Background: an optimization exercise with open tools, aiming at small area and a short achievable clock period. Do not read the settings as production practice.
Only simulation tests tie the RTL to the original design; equivalence was not proved.
Power figures rest on the tool's default switching activity, not on a simulated workload.

== the reference run ==
## alu_top
module alu_top (
    input  logic                      clk,
    input  logic                      reset,
    input  logic                      ce,
    input  logic                      execute,
    input  logic [4:0]                operation,
    input  logic [16-1:0]    ta,
    input  logic [16-1:0]    tb,
    input  logic                      wide,
    input  logic [5:0]                flags_in,
    output logic [32-1:0]    result,
    output logic [5:0]                flags,
    output logic                      done
);
    localparam int CY = 5, P = 4, AC = 3, Z = 2, S = 1, V = 0;
    logic [4:0] op;
    logic       cy_in;
    assign op    = operation;
    assign cy_in = flags_in[CY];
    logic op_valid, is_arith, is_sub, use_c, incdec, is_inc, is_dec, is_neg;
    logic is_log3, is_test;
    logic is_rol, is_ror, is_rolc, is_rorc, is_rot, is_rotc;
    logic is_shl, is_shr, is_shra, is_shift_any, is_mul, mul_signed, psz_op;
    assign op_valid     = op <= 5'd24;
    assign is_arith     = op <= 5'd7;
    assign is_sub       = op >= 5'd3 && op <= 5'd7;
    assign use_c        = op == 5'd1 || op == 5'd4;
  ...
Size in the first run: ~1900 cells after synthesis, about 39 flip-flops, about 87 I/O pins, ~0.014 mm^2 of cells after synthesis.
==> flow/config.mk <==
export PLATFORM = sky130hd
export DESIGN_NAME = alu_top
export DESIGN_NICKNAME = alu_top
export VERILOG_FILES = /design/flow/design.v
export SDC_FILE = /design/flow/constraint.sdc
export NUM_CORES = 4
export LEC_CHECK = 0
export CAP_MARGIN = 20
export CORE_MARGIN = 2
export CORE_UTILIZATION = 40
export SETUP_SLACK_MARGIN = 1.0
export SLEW_MARGIN = 20
==> flow/constraint.sdc <==
create_clock -name core_clock -period 11.0 [get_ports {clk}]
set_input_delay 2.2000 -clock core_clock [delete_from_list [all_inputs] [get_ports {clk}]]
set_output_delay 2.2000 -clock core_clock [all_outputs]
set_load 0.01 [all_outputs]
standard.sh (not shown) runs the stock make flow with config.mk's settings and CLKGATE_MAP_FILE= SYNTH_SCRIPT=/design/flow/synth_recipe.tcl, a recipe that flattens the netlist after the stock synthesis.
==> flow/flow/run.sh <==
#!/bin/bash
# The standard layout (standard.sh) with two changes:
# - synthesis runs Yosys's synth with -noabc (SYNTH_ARGS), so the full adders
#   are extracted from the design's own gates rather than from ABC's first
#   mapping, which leaves them in mixed polarity with inverters in between;
#   the registers, their names and cells are those of the standard synthesis
# - buffer_ports makes the port buffers from buf_2 cells instead of the slow
#   delay-buffer cell it picks by itself
# The make output goes to make_finish.log here; ORFS keeps each step's log
# under orfs/logs/.
set -euo pipefail
bash standard.sh "SYNTH_ARGS=-noabc" \
    "BUFFER_PORTS_ARGS=-buffer_cell sky130_fd_sc_hd__buf_2" finish > make_finish.log 2>&1
Input changes introduced in the trial run (baseline for comparison: the reference run):
Settings: SETUP_SLACK_MARGIN: 1.0 -> 1.6; ABC_AREA: unset -> 1.
--- outcome ---
- Cmp the reference run and the trial run / leakage power of the design / higher: the trial run
- Total global-route track usage (higher): the reference run
- Final critical delay including setup and external delays delta (the trial run − the reference run): favourable
- Changes observed in the trial run relative to the reference run: area overhead of the layout relative to synthesis dropped 7.0 points, overall die area dropped about 10%, share of total power in the clock network climbed 5.2 points.

---

Starting RTL as in the previous note.
Settings: LEC_CHECK=0, ABC_AREA=1, CAP_MARGIN=20, CORE_MARGIN=2, CORE_UTILIZATION=40, SLEW_MARGIN=20; clock period 11.0 ns.
Scripts as last shown in full above: flow/flow/run.sh
Edit:
--- a/flow/flow/run.sh
+++ b/flow/flow/run.sh
@@ -7 +7 @@
-# - buffer_ports makes the port buffers from buf_2 cells instead of the slow
+# - buffer_ports makes the port buffers from buf_1 cells instead of the slow
@@ -13 +13 @@
-    "BUFFER_PORTS_ARGS=-buffer_cell sky130_fd_sc_hd__buf_2" finish > make_finish.log 2>&1
+    "BUFFER_PORTS_ARGS=-buffer_cell sky130_fd_sc_hd__buf_1" finish > make_finish.log 2>&1
After rerunning: Synthesized cell count stays the same; cell area barely changes; fmax decreases by 0.60%; die area does not change.
Edit:
--- a/flow/flow/run.sh
+++ b/flow/flow/run.sh
@@ -7 +7 @@
-# - buffer_ports makes the port buffers from buf_1 cells instead of the slow
+# - buffer_ports makes the port buffers from buf_2 cells instead of the slow
@@ -13 +13 @@
-    "BUFFER_PORTS_ARGS=-buffer_cell sky130_fd_sc_hd__buf_1" finish > make_finish.log 2>&1
+    "BUFFER_PORTS_ARGS=-buffer_cell sky130_fd_sc_hd__buf_2" finish > make_finish.log 2>&1
SETUP_SLACK_MARGIN = 1.0   (was not set)
Power goes down slightly.
Final area goes up slightly.
Synthesized cell count is unchanged.
Setup slack improved by 930 ps.
Register-to-register slack got worse by 40 ps.
Non-clock buffer count goes down by 3.
Edit:
SETUP_SLACK_MARGIN = 2.0   (was 1.0)
Clock power came out lower by 17%.
Worst setup slack gains 690 ps.
Wire length came out higher by 6.6%.
First-iteration DRC count came out lower by 4.4%.

---

alu_top again, from the RTL that the note above started with.
// alu_top
module alu_top (
    input  logic                      clk,
    input  logic                      reset,
    input  logic                      ce,
    input  logic                      execute,
    input  logic [4:0]                operation,
    input  logic [16-1:0]    ta,
    input  logic [16-1:0]    tb,
    input  logic                      wide,
    input  logic [5:0]                flags_in,
    output logic [32-1:0]    result,
    output logic [5:0]                flags,
    output logic                      done
);
==> flow/config.mk <==
export PLATFORM = sky130hd
export DESIGN_NAME = alu_top
export DESIGN_NICKNAME = alu_top
export VERILOG_FILES = /design/flow/design.v
export SDC_FILE = /design/flow/constraint.sdc
export NUM_CORES = 4
export LEC_CHECK = 0
export ABC_AREA = 1
export CAP_MARGIN = 10
export CORE_MARGIN = 2
export CORE_UTILIZATION = 55
export PLACE_DENSITY = 0.8
export SLEW_MARGIN = 10
==> flow/constraint.sdc <==
create_clock -name core_clock -period 11.0 [get_ports {clk}]
set_input_delay 2.2000 -clock core_clock [delete_from_list [all_inputs] [get_ports {clk}]]
set_output_delay 2.2000 -clock core_clock [all_outputs]
set_load 0.01 [all_outputs]
==> flow/flow/run.sh <==
#!/bin/bash
# The standard layout (standard.sh) with two changes:
# - synthesis runs Yosys's synth with -noabc (SYNTH_ARGS), so the full adders
#   are extracted from the design's own gates rather than from ABC's first
#   mapping, which leaves them in mixed polarity with inverters in between;
#   the registers, their names and cells are those of the standard synthesis
# - buffer_ports makes the port buffers from buf_2 cells instead of the slow
#   delay-buffer cell it picks by itself
# The make output goes to make_finish.log here; ORFS keeps each step's log
# under orfs/logs/.
set -euo pipefail
bash standard.sh "SYNTH_ARGS=-noabc" \
    "BUFFER_PORTS_ARGS=-buffer_cell sky130_fd_sc_hd__buf_2" finish > make_finish.log 2>&1
The baseline completed with no timing, DRC or antenna violations.
Next try:
Settings changed: CAP_MARGIN 10 to 20, CORE_UTILIZATION 55 to 40, PLACE_DENSITY 0.8 to not set, SETUP_SLACK_MARGIN set to 1.3, SLEW_MARGIN 10 to 20.
=> Final cell count grows by 7.1%; clock power went up by about 5%; utilization goes down by 15 points; fmax rises by 12%; via count is lower by 1.5%; hold slack stays flat; clock skew stays the same; final area increases by 5.3%.

==> separate check: timing with driven ports <==
No port has a modelled driver above. Below, the same layouts with a new extraction and two added sets of constraints.
Step 1 (the two cells are an assumption about what drives the block):
set clk [get_ports {clk}]
set_driving_cell -lib_cell sky130_fd_sc_hd__clkbuf_16 $clk
set_driving_cell -lib_cell sky130_fd_sc_hd__buf_2 [delete_from_list [all_inputs] $clk]
Step 2 times the ports against the registers' clock, not the clock port: input delays grow and output delays shrink by t, the midpoint of the rising clock arrivals with the driver on.
Three values: no drivers, after step 1, after step 2; two values: the first two.
| run | t, ns | setup slack, ns | worst setup path at the end |
|---|---|---|---|
| the reference run | 0.311 | 1.155 / 1.156 / 0.845 | input to register |
| the trial run | 0.316 | 1.867 / 1.875 / 1.560 | input to register |
| the first run of note 2 | 0.316 | 0.558 / 0.571 / 0.255 | input to register |
| the second run of note 2 | 0.315 | 0.495 / 0.507 / 0.192 | input to register |
| the third run of note 2 | 0.318 | 1.425 / 1.436 / 1.118 | input to register |
| the fourth run of note 2 | 0.308 | 2.117 / 2.120 / 1.812 | input to register |
| the first run of note 3 | 0.307 | 0.535 / 0.540 / 0.233 | input to register |
| the second run of note 3 | 0.317 | 1.696 / 1.707 / 1.390 | input to register |
After both steps every run listed still meets setup and hold. For the reference run, which loses most, drivers alone change the setup slack by +0.001 ns; drivers and shift together by -0.310 ns.
